Context: an optimization exercise on an open-source flow, tuned for a short achievable clock period and few clock cycles per item. The choices shown serve that exercise and are no tape-out recipe.
Function was checked by simulation only, so behaviour that the tests miss may differ from the original.
In this run the design's own scripts or RTL, not TritonCTS, make the clock network.
No driver is modelled on the clock port, so clock power and skew are understated where the tree is cut down; a real chip needs a root buffer or a tree.
Power and IR drop assume default switching activity.

### design/flow/flow/run.sh
#!/bin/bash
# Standard ORFS layout, except that clock tree synthesis is replaced by a hand-built
# two-level tree (flow/manual_cts.tcl, sourced by ORFS cts.tcl through PRE_CTS_TCL):
# the clock port drives a few root buffers, each root drives leaf buffers, and each leaf
# drives an equal-size group of nearby flip-flops (recursive median bisection). Every
# flip-flop gets the same structure. Before that, each output port's buffer is moved
# 60% of the way toward the flip-flop that drives it.
set -uo pipefail
here=$(pwd)
export PRE_CTS_TCL=$here/flow/manual_cts.tcl
export MCTS_LEAF_LEVELS=${MCTS_LEAF_LEVELS:-5}
export MCTS_PULL_OUT=1
export MCTS_PULL_FRAC=0.6
export MCTS_MOVE_BUF=1
bash standard.sh > standard.log 2>&1
rc=$?
# keep each step's own log next to the run
mkdir -p step_logs
cp orfs/logs/*/*/*/*.log step_logs/ 2>/dev/null || true
exit $rc
### design/flow/flow/manual_cts.tcl
# Clock tree built by hand in place of TritonCTS: the clock port drives a few root
# buffers, each root drives leaf buffers, each leaf drives a cluster of nearby
# flip-flops (recursive bisection of their placed positions into equal groups).
# Two buffers on every path.
# Sourced by ORFS cts.tcl as PRE_CTS_TCL; it replaces clock_tree_synthesis.

proc mcts_kmeans {pts k iters} {
  # pts: list of {x y}; returns list of cluster index per point
  set n [llength $pts]
  set cx {}; set cy {}
  # seed: points sorted along a serpentine order, evenly spaced
  set sorted [lsort -real -index 0 $pts]
  for {set c 0} {$c < $k} {incr c} {
    set p [lindex $sorted [expr {int(($c + 0.5) * $n / $k)}]]
    lappend cx [lindex $p 0]; lappend cy [lindex $p 1]
  }
  set asg [lrepeat $n 0]
  for {set it 0} {$it < $iters} {incr it} {
    set i 0
    foreach p $pts {
      set px [lindex $p 0]; set py [lindex $p 1]
      set best 0; set bd 1e30
      for {set c 0} {$c < $k} {incr c} {
        set d [expr {abs($px - [lindex $cx $c]) + abs($py - [lindex $cy $c])}]
        if {$d < $bd} { set bd $d; set best $c }
      }
      lset asg $i $best
      incr i
    }
    set sx [lrepeat $k 0.0]; set sy [lrepeat $k 0.0]; set sn [lrepeat $k 0]
    set i 0
    foreach p $pts {
      set c [lindex $asg $i]
      lset sx $c [expr {[lindex $sx $c] + [lindex $p 0]}]
      lset sy $c [expr {[lindex $sy $c] + [lindex $p 1]}]
      lset sn $c [expr {[lindex $sn $c] + 1}]
      incr i
    }
    for {set c 0} {$c < $k} {incr c} {
      if {[lindex $sn $c] > 0} {
        lset cx $c [expr {[lindex $sx $c] / [lindex $sn $c]}]
        lset cy $c [expr {[lindex $sy $c] / [lindex $sn $c]}]
      }
    }
  }
  return [list $asg $cx $cy]
}

proc mcts_place {inst x y} {
  set m [$inst getMaster]
  $inst setLocation [expr {int($x - [$m getWidth] / 2)}] [expr {int($y - [$m getHeight] / 2)}]
  $inst setPlacementStatus PLACED
}

if {[info commands mcts_orig_cts] eq ""} {
  rename clock_tree_synthesis mcts_orig_cts
}

# Recursive bisection at the median along the wider side: 2^levels equal groups
proc mcts_bisect {items levels} {
  # items: list of {x y payload}
  if {$levels == 0 || [llength $items] < 2} { return [list $items] }
  set xs [lsort -real [lmap it $items {lindex $it 0}]]
  set ys [lsort -real [lmap it $items {lindex $it 1}]]
  set idx [expr {([lindex $xs end] - [lindex $xs 0]) >= ([lindex $ys end] - [lindex $ys 0]) ? 0 : 1}]
  set sorted [lsort -real -index $idx $items]
  set h [expr {[llength $sorted] / 2}]
  return [concat [mcts_bisect [lrange $sorted 0 [expr {$h - 1}]] [expr {$levels - 1}]] \
                 [mcts_bisect [lrange $sorted $h end] [expr {$levels - 1}]]]
}

proc mcts_centroid {items} {
  set sx 0.0; set sy 0.0
  foreach it $items { set sx [expr {$sx + [lindex $it 0]}]; set sy [expr {$sy + [lindex $it 1]}] }
  set n [llength $items]
  return [list [expr {$sx / $n}] [expr {$sy / $n}]]
}

# Move each flip-flop that drives an output port's buffer toward that buffer, or with
# MCTS_MOVE_BUF the buffer toward the flip-flop (MCTS_PULL_FRAC of the way)
proc mcts_pull_outputs {block} {
  set n 0
  foreach bt [$block getBTerms] {
    if {[$bt getIoType] ne "OUTPUT"} { continue }
    set net [$bt getNet]
    if {$net eq "NULL"} { continue }
    foreach it [$net getITerms] {
      if {![$it isOutputSignal]} { continue }
      set buf [$it getInst]
      set a [$buf findITerm A]
      if {$a eq "NULL"} { continue }
      set an [$a getNet]
      foreach dit [$an getITerms] {
        if {![$dit isOutputSignal]} { continue }
        set ff [$dit getInst]
        if {![string match "*df*" [[$ff getMaster] getName]]} { continue }
        set f [expr {[info exists ::env(MCTS_PULL_FRAC)] ? $::env(MCTS_PULL_FRAC) : 1.0}]
        set bb [$buf getBBox]
        set fb [$ff getBBox]
        set bx [expr {([$bb xMin] + [$bb xMax]) / 2.0}]; set by [expr {([$bb yMin] + [$bb yMax]) / 2.0}]
        set fx [expr {([$fb xMin] + [$fb xMax]) / 2.0}]; set fy [expr {([$fb yMin] + [$fb yMax]) / 2.0}]
        if {[info exists ::env(MCTS_MOVE_BUF)] && $::env(MCTS_MOVE_BUF)} {
          mcts_place $buf [expr {$bx + $f * ($fx - $bx)}] [expr {$by + $f * ($fy - $by)}]
        } else {
          mcts_place $ff [expr {$fx + $f * ($bx - $fx)}] [expr {$fy + $f * ($by - $fy)}]
        }
        incr n
      }
    }
  }
  puts "MCTS: moved $n output flip-flops next to their port buffers"
}

proc clock_tree_synthesis {args} {
  if {[info exists ::env(MCTS_PULL_OUT)] && $::env(MCTS_PULL_OUT)} {
    mcts_pull_outputs [ord::get_db_block]
  }
  set leaf_levels [expr {[info exists ::env(MCTS_LEAF_LEVELS)] ? $::env(MCTS_LEAF_LEVELS) : 5}]
  set root_levels 2
  set db [ord::get_db]
  set block [ord::get_db_block]
  set buf [$db findMaster sky130_fd_sc_hd__clkbuf_16]
  set clknet [$block findNet clk]
  set items {}
  foreach it [$clknet getITerms] {
    set bb [[$it getInst] getBBox]
    lappend items [list [expr {([$bb xMin] + [$bb xMax]) / 2.0}] [expr {([$bb yMin] + [$bb yMax]) / 2.0}] $it]
  }
  puts "MCTS: [llength $items] sinks, [expr {1 << $leaf_levels}] leaf buffers, [expr {1 << $root_levels}] roots"
  set r 0
  set c 0
  foreach rgroup [mcts_bisect $items $root_levels] {
    set ri [odb::dbInst_create $block $buf "clkbuf_root_${r}_clk"]
    set rn [odb::dbNet_create $block "clknet_root_${r}_clk"]
    $rn setSigType CLOCK
    [$ri findITerm X] connect $rn
    [$ri findITerm A] connect $clknet
    set lcs {}
    foreach lgroup [mcts_bisect $rgroup [expr {$leaf_levels - $root_levels}]] {
      set li [odb::dbInst_create $block $buf "clkbuf_leaf_${c}_clk"]
      set ln [odb::dbNet_create $block "clknet_leaf_${c}_clk"]
      $ln setSigType CLOCK
      [$li findITerm X] connect $ln
      [$li findITerm A] connect $rn
      foreach it $lgroup {
        set t [lindex $it 2]
        $t disconnect
        $t connect $ln
      }
      set lc [mcts_centroid $lgroup]
      mcts_place $li [lindex $lc 0] [lindex $lc 1]
      lappend lcs $lc
      puts "MCTS: leaf $c root $r sinks [llength $lgroup]"
      incr c
    }
    set rc [mcts_centroid $lcs]
    mcts_place $ri [lindex $rc 0] [lindex $rc 1]
    incr r
  }
  $clknet setSigType CLOCK
  global_connect
  puts "MCTS: done"
}
### design/flow/standard.sh
#!/bin/bash
# synth_recipe.tcl (not shown) runs the flow's synth.tcl, then flattens the netlist and writes it again
# the make line also repeats each setting of config.mk as NAME=value (left out here)
make -C /OpenROAD-flow-scripts/flow DESIGN_CONFIG=/design/flow/config.mk WORK_HOME=/design/flow/orfs CLKGATE_MAP_FILE= SYNTH_SCRIPT=/design/flow/synth_recipe.tcl "${@:-finish}"
### design/flow/config.mk
export PLATFORM = sky130hd
export DESIGN_NAME = script_lexer
export DESIGN_NICKNAME = script_lexer
export VERILOG_FILES = /design/flow/design.v
export SDC_FILE = /design/flow/constraint.sdc
export NUM_CORES = 4
export LEC_CHECK = 0
export ABC_CLOCK_PERIOD_IN_PS = 1800
export CAP_MARGIN = 20
export CORE_MARGIN = 2
export CORE_UTILIZATION = 65
export PLACE_DENSITY = 0.75
export SETUP_SLACK_MARGIN = 4.0
export SLEW_MARGIN = 20
### design/flow/constraint.sdc
create_clock -name core_clock -period 6.0 [get_ports {clk}]
set_input_delay 1.2000 -clock core_clock [delete_from_list [all_inputs] [get_ports {clk}]]
set_output_delay 1.2000 -clock core_clock [all_outputs]
set_load 0.01 [all_outputs]
### design/flow/design.v
  localparam POS_BITS = 16;
  localparam [POS_BITS-1:0] POS_MAX = {POS_BITS{1'b1}};
  localparam [5:0] K_IDENT  = 6'd0;
  localparam [5:0] K_BOOL   = 6'd1;
  localparam [5:0] K_INT    = 6'd2;
  localparam [5:0] K_REAL   = 6'd3;
  localparam [5:0] K_STRING = 6'd4;
  localparam [5:0] K_ERROR  = 6'd5;
  localparam [5:0] K_DOTDOT = 6'd6;
  localparam [5:0] K_SINGLE = 6'd18;
  localparam [5:0] K_END    = 6'd35;
  localparam OUT_W = 55;
  localparam QN = 9;
  localparam QSTALL = 4;       
  function [POS_BITS-1:0] sat_inc;
    input [POS_BITS-1:0] x;
    begin
      sat_inc = (x == POS_MAX) ? x : x + 16'd1;
    end
  endfunction
  function [5:0] single_kind;
    input [7:0] c;
    begin
      case (c)
        "+": single_kind = K_SINGLE + 6'd0;
        "-": single_kind = K_SINGLE + 6'd1;
        "*": single_kind = K_SINGLE + 6'd2;
        "/": single_kind = K_SINGLE + 6'd3;
        "&": single_kind = K_SINGLE + 6'd4;
        "|": single_kind = K_SINGLE + 6'd5;
        "^": single_kind = K_SINGLE + 6'd6;
        "~": single_kind = K_SINGLE + 6'd7;
        "!": single_kind = K_SINGLE + 6'd8;
        "<": single_kind = K_SINGLE + 6'd9;
        ">": single_kind = K_SINGLE + 6'd10;
        "=": single_kind = K_SINGLE + 6'd11;
        "?": single_kind = K_SINGLE + 6'd12;
        ":": single_kind = K_SINGLE + 6'd13;
        "(": single_kind = K_SINGLE + 6'd14;
        ")": single_kind = K_SINGLE + 6'd15;
        ";": single_kind = K_SINGLE + 6'd16;
        default: single_kind = K_ERROR;
      endcase
    end
  endfunction
  function [5:0] pair_kind;
    input [7:0] a;
    begin
      case (a)
        ".": pair_kind = K_DOTDOT + 6'd0;
        "&": pair_kind = K_DOTDOT + 6'd1;
        "|": pair_kind = K_DOTDOT + 6'd2;
        "=": pair_kind = K_DOTDOT + 6'd3;
        "!": pair_kind = K_DOTDOT + 6'd4;
        "<": pair_kind = K_DOTDOT + 6'd5;
        ">": pair_kind = K_DOTDOT + 6'd6;
        ":": pair_kind = K_DOTDOT + 6'd7;
        "+": pair_kind = K_DOTDOT + 6'd8;
        "-": pair_kind = K_DOTDOT + 6'd9;
        "*": pair_kind = K_DOTDOT + 6'd10;
        "/": pair_kind = K_DOTDOT + 6'd11;
        default: pair_kind = K_ERROR;
      endcase
    end
  endfunction
  localparam I_IDLE = 0, I_IDENT = 1, I_STRING = 2, I_ZERO = 3, I_DEC_INT = 4,
             I_DEC_DOT = 5, I_FRAC = 6, I_EXP_E = 7, I_EXP_SIGN = 8, I_EXP_DIG = 9,
             I_GARBAGE = 10, I_TRAIL = 11, I_HEX_X = 12, I_HEX_DIG = 13, I_OP = 14;
  localparam C_G      = 0;    
  localparam C_IDCH   = 15;   
  localparam C_NQ     = 16;   
  localparam C_X      = 17;   
  localparam C_DIG    = 18;   
  localparam C_E      = 19;   
  localparam C_TRZ    = 20;   
  localparam C_TRD    = 21;   
  localparam C_TRX    = 22;   
  localparam C_GDD    = 23;   
  localparam C_GG     = 24;   
  localparam C_GH     = 25;   
  localparam C_PM     = 26;   
  localparam C_HEX    = 27;   
  localparam C_AT     = 28;   
  localparam C_Q      = 29;   
  localparam C_DOT    = 30;   
  localparam C_SSTR   = 31;   
  localparam C_SZERO  = 32;   
  localparam C_SDEC   = 33;   
  localparam C_SIDENT = 34;   
  localparam C_SOP    = 35;   
  localparam C_SEMIT  = 36;   
  localparam C_SOPEN  = 37;   
  localparam C_SK     = 38;   
  localparam C_PK     = 44;   
  localparam C_HCL    = 50;   
  localparam C_CCL    = 54;   
  localparam C_LT     = 58;   
  localparam C_W      = 66;
module sl_front (
  input  logic             clk,
  input  logic             rst_n,
  input  logic             rst_q,       
  input  logic             in_valid,
  input  logic             in_stall,
  input  logic [8:0]       in_data,
  output logic             f_valid,
  output logic             f_eoi,
  output logic [65:0]      f_cls,
  output logic [15:0]      f_pos,
  output logic [15:0]      f_pos1       
);
  localparam POS_BITS = 16;
  localparam [POS_BITS-1:0] POS_MAX = {POS_BITS{1'b1}};
  localparam [5:0] K_IDENT  = 6'd0;
  localparam [5:0] K_BOOL   = 6'd1;
  localparam [5:0] K_INT    = 6'd2;
  localparam [5:0] K_REAL   = 6'd3;
  localparam [5:0] K_STRING = 6'd4;
  localparam [5:0] K_ERROR  = 6'd5;
  localparam [5:0] K_DOTDOT = 6'd6;
  localparam [5:0] K_SINGLE = 6'd18;
  localparam [5:0] K_END    = 6'd35;
  localparam OUT_W = 55;
  localparam QN = 9;
  localparam QSTALL = 4;       
  function [POS_BITS-1:0] sat_inc;
    input [POS_BITS-1:0] x;
    begin
      sat_inc = (x == POS_MAX) ? x : x + 16'd1;
    end
  endfunction
  function [5:0] single_kind;
    input [7:0] c;
    begin
      case (c)
        "+": single_kind = K_SINGLE + 6'd0;
        "-": single_kind = K_SINGLE + 6'd1;
        "*": single_kind = K_SINGLE + 6'd2;
        "/": single_kind = K_SINGLE + 6'd3;
        "&": single_kind = K_SINGLE + 6'd4;
        "|": single_kind = K_SINGLE + 6'd5;
        "^": single_kind = K_SINGLE + 6'd6;
        "~": single_kind = K_SINGLE + 6'd7;
        "!": single_kind = K_SINGLE + 6'd8;
        "<": single_kind = K_SINGLE + 6'd9;
        ">": single_kind = K_SINGLE + 6'd10;
        "=": single_kind = K_SINGLE + 6'd11;
        "?": single_kind = K_SINGLE + 6'd12;
        ":": single_kind = K_SINGLE + 6'd13;
        "(": single_kind = K_SINGLE + 6'd14;
        ")": single_kind = K_SINGLE + 6'd15;
        ";": single_kind = K_SINGLE + 6'd16;
        default: single_kind = K_ERROR;
      endcase
    end
  endfunction
  function [5:0] pair_kind;
    input [7:0] a;
    begin
      case (a)
        ".": pair_kind = K_DOTDOT + 6'd0;
        "&": pair_kind = K_DOTDOT + 6'd1;
        "|": pair_kind = K_DOTDOT + 6'd2;
        "=": pair_kind = K_DOTDOT + 6'd3;
        "!": pair_kind = K_DOTDOT + 6'd4;
        "<": pair_kind = K_DOTDOT + 6'd5;
        ">": pair_kind = K_DOTDOT + 6'd6;
        ":": pair_kind = K_DOTDOT + 6'd7;
        "+": pair_kind = K_DOTDOT + 6'd8;
        "-": pair_kind = K_DOTDOT + 6'd9;
        "*": pair_kind = K_DOTDOT + 6'd10;
        "/": pair_kind = K_DOTDOT + 6'd11;
        default: pair_kind = K_ERROR;
      endcase
    end
  endfunction
  localparam I_IDLE = 0, I_IDENT = 1, I_STRING = 2, I_ZERO = 3, I_DEC_INT = 4,
             I_DEC_DOT = 5, I_FRAC = 6, I_EXP_E = 7, I_EXP_SIGN = 8, I_EXP_DIG = 9,
             I_GARBAGE = 10, I_TRAIL = 11, I_HEX_X = 12, I_HEX_DIG = 13, I_OP = 14;
  localparam C_G      = 0;    
  localparam C_IDCH   = 15;   
  localparam C_NQ     = 16;   
  localparam C_X      = 17;   
  localparam C_DIG    = 18;   
  localparam C_E      = 19;   
  localparam C_TRZ    = 20;   
  localparam C_TRD    = 21;   
  localparam C_TRX    = 22;   
  localparam C_GDD    = 23;   
  localparam C_GG     = 24;   
  localparam C_GH     = 25;   
  localparam C_PM     = 26;   
  localparam C_HEX    = 27;   
  localparam C_AT     = 28;   
  localparam C_Q      = 29;   
  localparam C_DOT    = 30;   
  localparam C_SSTR   = 31;   
  localparam C_SZERO  = 32;   
  localparam C_SDEC   = 33;   
  localparam C_SIDENT = 34;   
  localparam C_SOP    = 35;   
  localparam C_SEMIT  = 36;   
  localparam C_SOPEN  = 37;   
  localparam C_SK     = 38;   
  localparam C_PK     = 44;   
  localparam C_HCL    = 50;   
  localparam C_CCL    = 54;   
  localparam C_LT     = 58;   
  localparam C_W      = 66;
  logic       v0_r;
  logic [8:0] d0_r;
  always_ff @(posedge clk) begin
    v0_r <= rst_n && in_valid && !in_stall;
    d0_r <= in_data;
  end
  logic [7:0]     c;
  logic           e;
  logic           alpha, dig, hex, space, opens, idst, idst_na, idch, x, ee, dot, q, at;
  logic [C_W-1:0] cls;
  always_comb begin
    c       = d0_r[8:1];
    e       = d0_r[0];
    alpha   = (c >= "a" && c <= "z") || (c >= "A" && c <= "Z");
    dig     = (c >= "0" && c <= "9");
    hex     = dig || (c >= "a" && c <= "f") || (c >= "A" && c <= "F");
    space   = (c == " ") || (c == 8'h09) || (c == 8'h0A) || (c == 8'h0D);
    opens   = (c == ".") || (c == "&") || (c == "|") || (c == "=") ||
              (c == "!") || (c == "<") || (c == ">") || (c == ":") ||
              (c == "+") || (c == "-") || (c == "*") || (c == "/");
    at      = (c == "@");
    idst_na = alpha || (c == "_");
    idst    = idst_na || at;
    idch    = alpha || dig || (c == "_");
    x       = (c == "x") || (c == "X");
    ee      = (c == "e") || (c == "E");
    dot     = (c == ".");
    q       = (c == "'");
    cls = {C_W{1'b0}};
    cls[C_IDCH]   = idch;
    cls[C_NQ]     = !q;
    cls[C_X]      = x;
    cls[C_DIG]    = dig;
    cls[C_E]      = ee;
    cls[C_TRZ]    = idst_na && !ee && !x;
    cls[C_TRD]    = idst_na && !ee;
    cls[C_TRX]    = idst_na;
    cls[C_GDD]    = idch && !dig;
    cls[C_GG]     = idch || dot;
    cls[C_GH]     = !hex && (idch || dot);
    cls[C_PM]     = (c == "+") || (c == "-");
    cls[C_HEX]    = hex;
    cls[C_AT]     = at;
    cls[C_Q]      = q;
    cls[C_DOT]    = dot;
    cls[C_SSTR]   = q;
    cls[C_SZERO]  = (c == "0");
    cls[C_SDEC]   = dig && (c != "0");
    cls[C_SIDENT] = idst;
    cls[C_SOP]    = opens;
    cls[C_SEMIT]  = !space && !q && !dig && !idst && !opens;
    cls[C_SOPEN]  = q || dig || idst || opens;
    cls[C_SK +: 6]  = single_kind(c);
    cls[C_PK +: 6]  = pair_kind(c);
    cls[C_HCL +: 4] = {opens && !dot && (c != "&") && (c != "|"), c == "|", c == "&", dot};
    cls[C_CCL +: 4] = {c == "=", c == "|", c == "&", dot};
    cls[C_LT +: 8]  = {c == "s", c == "l", c == "a", c == "e", c == "u", c == "r", c == "f", c == "t"};
    cls[C_G + I_IDENT]    = idch;
    cls[C_G + I_STRING]   = !q;
    cls[C_G + I_ZERO]     = x || dig || dot || ee || (idst_na && !ee && !x);
    cls[C_G + I_DEC_INT]  = dig || dot || idst_na;
    cls[C_G + I_DEC_DOT]  = idch;
    cls[C_G + I_FRAC]     = dig || idst_na;
    cls[C_G + I_EXP_E]    = (c == "+") || (c == "-") || dig;
    cls[C_G + I_EXP_SIGN] = dig;
    cls[C_G + I_EXP_DIG]  = dig || idst_na;
    cls[C_G + I_GARBAGE]  = idch || dot;
    cls[C_G + I_TRAIL]    = idch;
    cls[C_G + I_HEX_X]    = idch || dot;
    cls[C_G + I_HEX_DIG]  = idch || dot;
    if (e) cls = {C_W{1'b0}};
  end
  logic [15:0] pos_r, pos_inc;
  assign pos_inc = sat_inc(pos_r);
  always_ff @(posedge clk) begin
    if (!rst_q) begin
      pos_r   <= 16'd0;
      f_valid <= 1'b0;
    end else begin
      f_valid <= v0_r;
      if (v0_r) pos_r <= d0_r[0] ? 16'd0 : pos_inc;
    end
  end
  always_ff @(posedge clk) begin
    f_eoi <= d0_r[0];
    f_cls <= cls;
    f_pos <= pos_r;
    f_pos1 <= pos_inc;
  end
endmodule
module sl_back (
  input  logic              clk,
  input  logic              rst_n,
  input  logic              rst_q,
  input  logic              f_valid,
  input  logic              f_eoi,
  input  logic [65:0]       f_cls,
  input  logic [15:0]       f_pos,
  input  logic [15:0]       f_pos1,
  output logic              in_stall,
  output logic              out_valid,
  input  logic              out_stall,
  output logic [54:0]       out_data
);
  localparam POS_BITS = 16;
  localparam [POS_BITS-1:0] POS_MAX = {POS_BITS{1'b1}};
  localparam [5:0] K_IDENT  = 6'd0;
  localparam [5:0] K_BOOL   = 6'd1;
  localparam [5:0] K_INT    = 6'd2;
  localparam [5:0] K_REAL   = 6'd3;
  localparam [5:0] K_STRING = 6'd4;
  localparam [5:0] K_ERROR  = 6'd5;
  localparam [5:0] K_DOTDOT = 6'd6;
  localparam [5:0] K_SINGLE = 6'd18;
  localparam [5:0] K_END    = 6'd35;
  localparam OUT_W = 55;
  localparam QN = 9;
  localparam QSTALL = 4;       
  function [POS_BITS-1:0] sat_inc;
    input [POS_BITS-1:0] x;
    begin
      sat_inc = (x == POS_MAX) ? x : x + 16'd1;
    end
  endfunction
  function [5:0] single_kind;
    input [7:0] c;
    begin
      case (c)
        "+": single_kind = K_SINGLE + 6'd0;
        "-": single_kind = K_SINGLE + 6'd1;
        "*": single_kind = K_SINGLE + 6'd2;
        "/": single_kind = K_SINGLE + 6'd3;
        "&": single_kind = K_SINGLE + 6'd4;
        "|": single_kind = K_SINGLE + 6'd5;
        "^": single_kind = K_SINGLE + 6'd6;
        "~": single_kind = K_SINGLE + 6'd7;
        "!": single_kind = K_SINGLE + 6'd8;
        "<": single_kind = K_SINGLE + 6'd9;
        ">": single_kind = K_SINGLE + 6'd10;
        "=": single_kind = K_SINGLE + 6'd11;
        "?": single_kind = K_SINGLE + 6'd12;
        ":": single_kind = K_SINGLE + 6'd13;
        "(": single_kind = K_SINGLE + 6'd14;
        ")": single_kind = K_SINGLE + 6'd15;
        ";": single_kind = K_SINGLE + 6'd16;
        default: single_kind = K_ERROR;
      endcase
    end
  endfunction
  function [5:0] pair_kind;
    input [7:0] a;
    begin
      case (a)
        ".": pair_kind = K_DOTDOT + 6'd0;
        "&": pair_kind = K_DOTDOT + 6'd1;
        "|": pair_kind = K_DOTDOT + 6'd2;
        "=": pair_kind = K_DOTDOT + 6'd3;
        "!": pair_kind = K_DOTDOT + 6'd4;
        "<": pair_kind = K_DOTDOT + 6'd5;
        ">": pair_kind = K_DOTDOT + 6'd6;
        ":": pair_kind = K_DOTDOT + 6'd7;
        "+": pair_kind = K_DOTDOT + 6'd8;
        "-": pair_kind = K_DOTDOT + 6'd9;
        "*": pair_kind = K_DOTDOT + 6'd10;
        "/": pair_kind = K_DOTDOT + 6'd11;
        default: pair_kind = K_ERROR;
      endcase
    end
  endfunction
  localparam I_IDLE = 0, I_IDENT = 1, I_STRING = 2, I_ZERO = 3, I_DEC_INT = 4,
             I_DEC_DOT = 5, I_FRAC = 6, I_EXP_E = 7, I_EXP_SIGN = 8, I_EXP_DIG = 9,
             I_GARBAGE = 10, I_TRAIL = 11, I_HEX_X = 12, I_HEX_DIG = 13, I_OP = 14;
  localparam C_G      = 0;    
  localparam C_IDCH   = 15;   
  localparam C_NQ     = 16;   
  localparam C_X      = 17;   
  localparam C_DIG    = 18;   
  localparam C_E      = 19;   
  localparam C_TRZ    = 20;   
  localparam C_TRD    = 21;   
  localparam C_TRX    = 22;   
  localparam C_GDD    = 23;   
  localparam C_GG     = 24;   
  localparam C_GH     = 25;   
  localparam C_PM     = 26;   
  localparam C_HEX    = 27;   
  localparam C_AT     = 28;   
  localparam C_Q      = 29;   
  localparam C_DOT    = 30;   
  localparam C_SSTR   = 31;   
  localparam C_SZERO  = 32;   
  localparam C_SDEC   = 33;   
  localparam C_SIDENT = 34;   
  localparam C_SOP    = 35;   
  localparam C_SEMIT  = 36;   
  localparam C_SOPEN  = 37;   
  localparam C_SK     = 38;   
  localparam C_PK     = 44;   
  localparam C_HCL    = 50;   
  localparam C_CCL    = 54;   
  localparam C_LT     = 58;   
  localparam C_W      = 66;
  logic [14:0] mode_r, mode_nxt;
  logic [5:0]  hsk_r, hpk_r;           
  logic [3:0]  hcl_r;                  
  logic [14:0] g;
  logic        e, grow, pair, stop, nstop, dd;
  logic        a_v, b_v, a_m1, a_two, a_str, a_id;
  logic [5:0]  a_kind, b_kind;
  always_comb begin
    e     = f_eoi;
    g     = mode_r & f_cls[C_G +: 15];
    grow  = |g;
    pair  = |(hcl_r & f_cls[C_CCL +: 4]);
    stop  = grow | mode_r[I_STRING] & f_cls[C_Q] | mode_r[I_DEC_DOT] & f_cls[C_DOT]
          | mode_r[I_OP] & pair;
    nstop = !stop;
    mode_nxt = 15'd0;
    mode_nxt[I_IDLE]     = !grow & (stop | !f_cls[C_SOPEN]);
    mode_nxt[I_IDENT]    = mode_r[I_IDENT] & f_cls[C_IDCH] | nstop & f_cls[C_SIDENT];
    mode_nxt[I_STRING]   = mode_r[I_STRING] & f_cls[C_NQ] | nstop & f_cls[C_SSTR];
    mode_nxt[I_ZERO]     = nstop & f_cls[C_SZERO];
    mode_nxt[I_DEC_INT]  = (mode_r[I_ZERO] | mode_r[I_DEC_INT]) & f_cls[C_DIG]
                         | nstop & f_cls[C_SDEC];
    mode_nxt[I_OP]       = nstop & f_cls[C_SOP];
    mode_nxt[I_HEX_X]    = mode_r[I_ZERO] & f_cls[C_X];
    mode_nxt[I_DEC_DOT]  = (mode_r[I_ZERO] | mode_r[I_DEC_INT]) & f_cls[C_DOT];
    mode_nxt[I_EXP_E]    = (mode_r[I_ZERO] | mode_r[I_DEC_INT] | mode_r[I_FRAC]) & f_cls[C_E];
    mode_nxt[I_TRAIL]    = mode_r[I_ZERO] & f_cls[C_TRZ]
                         | (mode_r[I_DEC_INT] | mode_r[I_FRAC]) & f_cls[C_TRD]
                         | mode_r[I_EXP_DIG] & f_cls[C_TRX]
                         | mode_r[I_TRAIL] & f_cls[C_IDCH];
    mode_nxt[I_FRAC]     = (mode_r[I_DEC_DOT] | mode_r[I_FRAC]) & f_cls[C_DIG];
    mode_nxt[I_GARBAGE]  = mode_r[I_DEC_DOT] & f_cls[C_GDD]
                         | mode_r[I_GARBAGE] & f_cls[C_GG]
                         | (mode_r[I_HEX_X] | mode_r[I_HEX_DIG]) & f_cls[C_GH];
    mode_nxt[I_EXP_SIGN] = mode_r[I_EXP_E] & f_cls[C_PM];
    mode_nxt[I_EXP_DIG]  = (mode_r[I_EXP_E] | mode_r[I_EXP_SIGN] | mode_r[I_EXP_DIG])
                         & f_cls[C_DIG];
    mode_nxt[I_HEX_DIG]  = (mode_r[I_HEX_X] | mode_r[I_HEX_DIG]) & f_cls[C_HEX];
    dd    = mode_r[I_DEC_DOT] & f_cls[C_DOT];
    a_str = mode_r[I_STRING] & f_cls[C_Q];
    a_m1  = a_str | dd;
    a_two = mode_r[I_OP] & pair;
    a_id  = mode_r[I_IDENT];
    a_v   = f_valid & !mode_r[I_IDLE] & !grow;
    b_v   = f_valid & (e | dd | nstop & f_cls[C_SEMIT]);
    a_kind = K_ERROR;
    if (mode_r[I_STRING])
      a_kind = f_cls[C_Q] ? K_STRING : K_ERROR;
    else if (mode_r[I_ZERO] | mode_r[I_DEC_INT])
      a_kind = f_cls[C_AT] ? K_ERROR : K_INT;
    else if (mode_r[I_DEC_DOT])
      a_kind = f_cls[C_DOT] ? K_INT : K_ERROR;
    else if (mode_r[I_FRAC] | mode_r[I_EXP_DIG])
      a_kind = f_cls[C_AT] ? K_ERROR : K_REAL;
    else if (mode_r[I_HEX_DIG])
      a_kind = K_INT;
    else if (mode_r[I_OP])
      a_kind = pair ? hpk_r : hsk_r;
    b_kind = e ? K_END : dd ? K_DOTDOT : f_cls[C_SK +: 6];
  end
  always_ff @(posedge clk) begin
    if (!rst_q) begin
      mode_r <= 15'd1;
    end else if (f_valid) begin
      mode_r <= mode_nxt;
    end
  end
  always_ff @(posedge clk) begin
    if (f_valid) begin
      hsk_r <= f_cls[C_SK +: 6];
      hpk_r <= f_cls[C_PK +: 6];
      hcl_r <= f_cls[C_HCL +: 4];
    end
  end
  logic        s_v, s_grow, s_id, s_av, s_bv, s_m1, s_two, s_str, s_aid, s_dd, s_e;
  logic [5:0]  s_akind, s_bkind;
  logic [15:0] s_pos, s_pos1;
  logic [7:0]  s_lt;
  always_ff @(posedge clk) begin
    if (!rst_q) begin
      s_v  <= 1'b0;
      s_av <= 1'b0;
      s_bv <= 1'b0;
    end else begin
      s_v  <= f_valid;
      s_av <= a_v;
      s_bv <= b_v;
    end
  end
  always_ff @(posedge clk) begin
    s_grow  <= grow;
    s_id    <= mode_r[I_IDENT];
    s_m1    <= a_m1;
    s_two   <= a_two;
    s_str   <= a_str;
    s_aid   <= a_id;
    s_dd    <= dd;
    s_e     <= e;
    s_akind <= a_kind;
    s_bkind <= b_kind;
    s_pos   <= f_pos;
    s_pos1  <= f_pos1;
    s_lt    <= f_cls[C_LT +: 8];
  end
  logic [15:0] beg_r, begp1_r, len_r, lenm1_r, dot_r;
  logic [8:0]  kw_r, kw_upd;           
  always_comb begin
    kw_upd = {kw_r[7] & s_lt[4], kw_r[6] & s_lt[7], kw_r[5] & s_lt[6], kw_r[4] & s_lt[5],
              1'b0,
              kw_r[2] & s_lt[4], kw_r[1] & s_lt[3], kw_r[0] & s_lt[2], 1'b0};
  end
  always_ff @(posedge clk) begin
    if (s_v) begin
      beg_r   <= s_grow ? beg_r : s_pos;
      begp1_r <= s_grow ? begp1_r : s_pos1;
      len_r   <= s_grow ? sat_inc(len_r) : 16'd1;
      lenm1_r <= s_grow ? ((len_r == POS_MAX) ? lenm1_r : len_r) : 16'd0;
      kw_r  <= s_id ? kw_upd : {4'd0, s_lt[1], 3'd0, s_lt[0]};
      dot_r <= s_pos;
    end
  end
  logic [5:0]  ta_kind;
  logic [15:0] ta_off, ta_len, tb_start, tb_len;
  logic [54:0] ta, tb, w0;
  logic        w0v, w1v;
  logic [QN-1:0] wp_r, wp1;
  always_comb begin
    ta_kind  = s_aid ? ((kw_r[3] | kw_r[8]) ? K_BOOL : K_IDENT) : s_akind;
    ta_off   = s_str ? begp1_r : beg_r;
    ta_len   = s_m1 ? lenm1_r : s_two ? 16'd2 : len_r;
    tb_start = s_dd ? dot_r : s_pos;
    tb_len   = s_e ? 16'd0 : s_dd ? 16'd2 : 16'd1;
    ta  = {ta_kind, beg_r, ta_off, ta_len, 1'b0};
    tb  = {s_bkind, tb_start, tb_start, tb_len, s_e};
    w0  = s_av ? ta : tb;
    w0v = s_av | s_bv;
    w1v = s_av & s_bv;
    wp1 = {wp_r[QN-2:0], wp_r[QN-1]};
  end
  always_ff @(posedge clk) begin
    if (!rst_q) begin
      wp_r <= {{(QN-1){1'b0}}, 1'b1};
    end else begin
      if (w1v) wp_r <= {wp_r[QN-3:0], wp_r[QN-1:QN-2]};
      else if (w0v) wp_r <= wp1;
    end
  end
  logic [54:0]   q_mem [0:QN-1];
  logic [QN-1:0] rp_r, rp1;
  logic [QN-1:0] th_r, th_p0, th_p1, th_nxt;
  logic [54:0]   h0, h1, x_go;
  logic          v_go;
  logic [QN-1:0] th_go, rp_go;
  always_comb begin
    rp1 = {rp_r[QN-2:0], rp_r[QN-1]};
    h0  = 55'd0;
    h1  = 55'd0;
    for (int i = 0; i < QN; i++) begin
      h0 = h0 | ({55{rp_r[i]}} & q_mem[i]);
      h1 = h1 | ({55{rp1[i]}} & q_mem[i]);
    end
    if (w1v) begin
      th_p0 = {th_r[QN-3:0], 2'b11};
      th_p1 = {th_r[QN-2:0], 1'b1};
    end else if (w0v) begin
      th_p0 = {th_r[QN-2:0], 1'b1};
      th_p1 = th_r;
    end else begin
      th_p0 = th_r;
      th_p1 = {1'b0, th_r[QN-1:1]};
    end
    x_go   = out_valid ? h1 : h0;
    v_go   = out_valid ? th_r[1] : th_r[0];
    th_go  = out_valid ? th_p1 : th_p0;
    rp_go  = out_valid ? rp1 : rp_r;
    th_nxt = out_stall ? th_p0 : th_go;
  end
  always_ff @(posedge clk) begin
    for (int i = 0; i < QN; i++) begin
      if (wp_r[i] & w0v) q_mem[i] <= w0;
      else if (wp1[i] & w1v) q_mem[i] <= tb;
    end
  end
  always_ff @(posedge clk) begin
    if (!rst_q) begin
      rp_r <= {{(QN-1){1'b0}}, 1'b1};
      th_r <= {QN{1'b0}};
    end else begin
      rp_r <= out_stall ? rp_r : rp_go;
      th_r <= th_nxt;
    end
  end
  always_ff @(posedge clk) begin
    if (!rst_n || !rst_q) begin
      out_valid <= 1'b0;
    end else begin
      out_valid <= out_stall ? th_r[0] : v_go;
    end
  end
  always_ff @(posedge clk) begin
    if (!rst_n) begin
      in_stall <= 1'b1;
    end else if (!rst_q) begin
      in_stall <= 1'b0;
    end else begin
      in_stall <= th_nxt[QSTALL-1];
    end
  end
  always_ff @(posedge clk) begin
    out_data <= out_stall ? h0 : x_go;
  end
endmodule
module script_lexer (
  input  logic        clk,
  input  logic        rst_n,
  input  logic        in_valid,
  output logic        in_stall,
  input  logic [8:0]  in_data,    
  output logic        out_valid,
  input  logic        out_stall,
  output logic [54:0] out_data    
);
  logic        rst_q;
  logic        f_valid, f_eoi;
  logic [65:0] f_cls;
  logic [15:0] f_pos, f_pos1;
  always_ff @(posedge clk) rst_q <= rst_n;
  sl_front u_front (
    .clk(clk), .rst_n(rst_n), .rst_q(rst_q),
    .in_valid(in_valid), .in_stall(in_stall), .in_data(in_data),
    .f_valid(f_valid), .f_eoi(f_eoi), .f_cls(f_cls), .f_pos(f_pos), .f_pos1(f_pos1)
  );
  sl_back u_back (
    .clk(clk), .rst_n(rst_n), .rst_q(rst_q),
    .f_valid(f_valid), .f_eoi(f_eoi), .f_cls(f_cls), .f_pos(f_pos), .f_pos1(f_pos1),
    .in_stall(in_stall),
    .out_valid(out_valid), .out_stall(out_stall), .out_data(out_data)
  );
endmodule
==> metrics.yaml <==
synth:
  ys_types: 76
  synth_top_family_by_area: "compound AO/OA/AOI/OAI gates"
  synth_compound_area_share_pct: 21.0
  synth-simple-area-share_pct: 12.0
  synthMuxAreaShare_pct: 0.666
  synth-edff-count: 599
  synth-seq-cells: 870
  yosysWarnings: 4
  synthFlopType: "edfxtp_1"
  syn_inst: 3526
  synth_top_cell_area_share_pct: 47.6
  ys_async_sr_fraction_pct: 0
  ys_seq_area_share_pct: 62.0
  synth_top_cells_by_area: "edfxtp_1 (48%), dfxtp_1 (14%), a22oi_1 (7.0%)"
  synth_area_per_cell_um2: 10.7
  syn_area_um2: 37800
  syn_nets: 3541
  synthAdderAreaFrac_pct: 0.0663
  synth_xor_area_share_pct: 0.696
  yosysTopAreaCell: "edfxtp_1"
setup_path:
  cpLargestDelayFamily: "flip-flops"
  end_kind: "primary output"
  cp-start-kind: "flop"
  cp_slowest_cell: "dfxtp_2"
  slowest_delay_ns: 0.37
  crit_fanout: 1
  path_buf_inv: 1
  arrival_ns: 0.92
  critical_path_class: "reg2out"
  crit_required_ns: 4.80
  crit_start: "u_back.out_data[31]"
  crit_chain: "buf_6"
  r2r_start: "u_back.s_av"
pwr:
  comb_power_share_pct: 2.2
  power_mw: 9.43
  ir_drop_mv: 0.241
  p_per_area_nw_per_um2: 214
  clockPowerShare_pct: 29.7
  leakage_nw: 15.5
  p_int_mw: 7.54
  switchingPower_mw: 1.88
  seq_power_share_pct: 68.1
  swShare_pct: 20.0
detailed_routing:
  routedWlPerCell_um: 31.0
  routed_wirelength_um: 132000
  drt_iter0_markers: 5988
  drtAntennaViolNets: 0
  drc: 0
  drtPass1Iterations: 13
  vias_per_cell: 7.51
  num_vias: 32000
timing:
  setup_violations: 0
  max_freq_ghz: 0.471
  rsz0062_at_grt: "true"
  skew_ns: 0.0449
  fin_crit_ns: 2.12
  finalSetupTns_ns: 0
  slew_headroom_pct: 44.8
  hold_viol: 0
  drv_slew: 0
  finalCritPeriodShare_pct: 35.4
  worstMarginPinSlew_ns: 0.828
place:
  placed_cells: 4075
  io_buffers: 69
  gp_congestion: 0.901
  hpwl_um: 59500
floorplanning:
  io_pins: 70
  dieArea_um2: 60100
  rows: 88
  core_area_um2: 57600
  die_w_um: 245
  die_y_um: 245
  start_util_pct: 65.6
clocking:
  clk_latency_ns: 0.42
  path_clk_slew_ns: 0.11
  cts_hold_buf: 0
final_layout:
  nFillCells: 3562
  final_cells: 4264
  layout_common_cells: "edfxtp_1 (599), nor2_1 (478), a21oi_1 (379)"
  fin_util_pct: 76.4
  final_net_count: 3515
  final_common_cell: "edfxtp_1"
  drive_above_1_share_pct: 16.7
  syn_to_final_growth_pct: 16.5
global_routing:
  grt_max_degree: 71
  grt_usage_pct: 39.6
  grt_pass1_vias: 29600
  gr-total-overflow: 0
  antenna_found_initial: 1
  grt_pass1_wl_um: 180000
run_status:
  outcome: "complete, no violations"
job:
  maxCapViolCount: 0
hold_path:
  hold_path.class: "reg2reg"
  min-delay-start: "u_front.f_pos[6]"
[state kept, by name, summed over array words and instances, names as in the netlist, 6 cells and up]
signal / count
u_back.mode_r: 15
u_back.s_bkind: 6
u_back.q_mem: 495
u_back.kw_r: 9
u_front.f_pos: 16
u_front.pos_r: 16
u_front.d0_r: 9
u_back.dot_r: 16
u_back.s_akind: 6
u_back.rp_r: 9
u_back.s_lt: 8
u_back.lenm1_r: 16
u_back.begp1_r: 16
u_back.s_pos1: 16
u_back.th_r: 9
u_front.f_pos1: 16
u_back.hsk_r: 6
u_front.f_cls: 49
u_back.len_r: 16
u_back.out_data: 55
u_back.beg_r: 16
u_back.s_pos: 16
u_back.wp_r: 9
[power by group through the flow]
stage          sequential (mW)  clock [mW]  combinational (mW)
3_5_place_dp              6.55           0               0.164
4_1_cts                   6.55        2.09               0.183
2_1_floorplan             6.53           0               0.127
3_3_place_gp              6.55           0               0.160
5_1_grt                   6.42        2.97               0.219
6_report                  6.42        2.80               0.205
[metrics by stage]
| stage | instance area [um^2] | hold slack, ns | worst slack, ns |
|---|---|---|---|
| 6_report | 44000 | 0.332 | 3.88 |
| 5_1_grt | 44000 | 0.337 | 3.89 |
| 4_1_cts | 42600 | 0.312 | 3.58 |
| 3_5_place_dp | 39400 | 0.312 | 2.38 |
| 3_3_place_gp | 39400 | 0.312 | 2.50 |
| 2_1_floorplan | 38700 | 0.310 | 3.77 |
[cell usage after synthesis (all sizes together) (56+ instances only)]
master / count
nand3: 96
nand2: 238
edfxtp: 599
o21ai: 125
a22oi: 354
dfxtp: 271
a221oi: 56
buf: 75
nor2: 484
clkbuf: 254
a2111oi: 58
a21oi: 426
a22o: 56
a31oi: 71
[logic make-up (layout without fill, tap and decap cells)]
kind of cell	count (synthesis)	in the layout
XOR/XNOR	30	30
flip-flops	870	870
buffers and inverters	356	275
other	0	1
AND/OR/NAND/NOR	1026	1078
adder cells (fa/ha/maj)	2	2
multiplexers	25	25
AO/OA/AOI/OAI	1217	1218
[what timing repair did]
item / CTS / global route
cloned: 42 / 22
gates resized for setup: 276 / 428
setup buffers: 59 / 29
pin swaps: 73 / 33
setup endpoints to repair: 1076 / 924
[path summary, 6_finish.rpt]
check,end,slack [ns],cells past startpoint
setup / recovery,out_data[31],3.88,1
hold / removal,u_back.s_pos[6],0.33,0
setup reg to reg,u_back.q_mem[4][37],3.91,3
hold reg to reg,u_back.s_pos[6],0.33,0
[area by class of cell]
class	count	area [um^2]	share of cell area (%)
antenna	1	2.50	0.00569
buffer	36	901	2.05
inverter	27	109	0.247
multi-input combinational	2353	15800	36.0
sequential	870	23600	53.6
tap	765	957	2.18
timing repair buffer	212	2610	5.94
[metal layers]
layer	global-route usage, %	wire length (um)
met4	17.4	9640
met2	61.0	56600
met5	0	39
met1	52.8	43300
met3	10.9	22800
Testbench counts, summed over its fixed seeds: cycles 27,451, bytes 27,403.

## re-timing with driven ports
No port has a modelled driver above. Below, the same layout with a new extraction and two added sets of constraints.
Step 1 (the two cells are an assumption about what drives the block):
set clk [get_ports {clk}]
set_driving_cell -lib_cell sky130_fd_sc_hd__clkbuf_16 $clk
set_driving_cell -lib_cell sky130_fd_sc_hd__buf_2 [delete_from_list [all_inputs] $clk]
Step 2 adds t to the input delays and takes it off the output delays; t is the mean of the earliest and latest rising clock arrival at the registers after step 1. Input paths then give back, and output paths get back, about the clock's delay inside the block.
Slacks: ideal ports / drivers / drivers and shift; pairs: ideal ports / drivers.
t (ns): 0.534
setup slack, ns: 3.878 / 3.737 / 3.459
clock arrival spread, ns: 0.046 / 0.046
After both steps setup and hold are still met in this run. For this run, drivers alone change the setup slack by -0.141 ns; drivers and shift together by -0.419 ns.
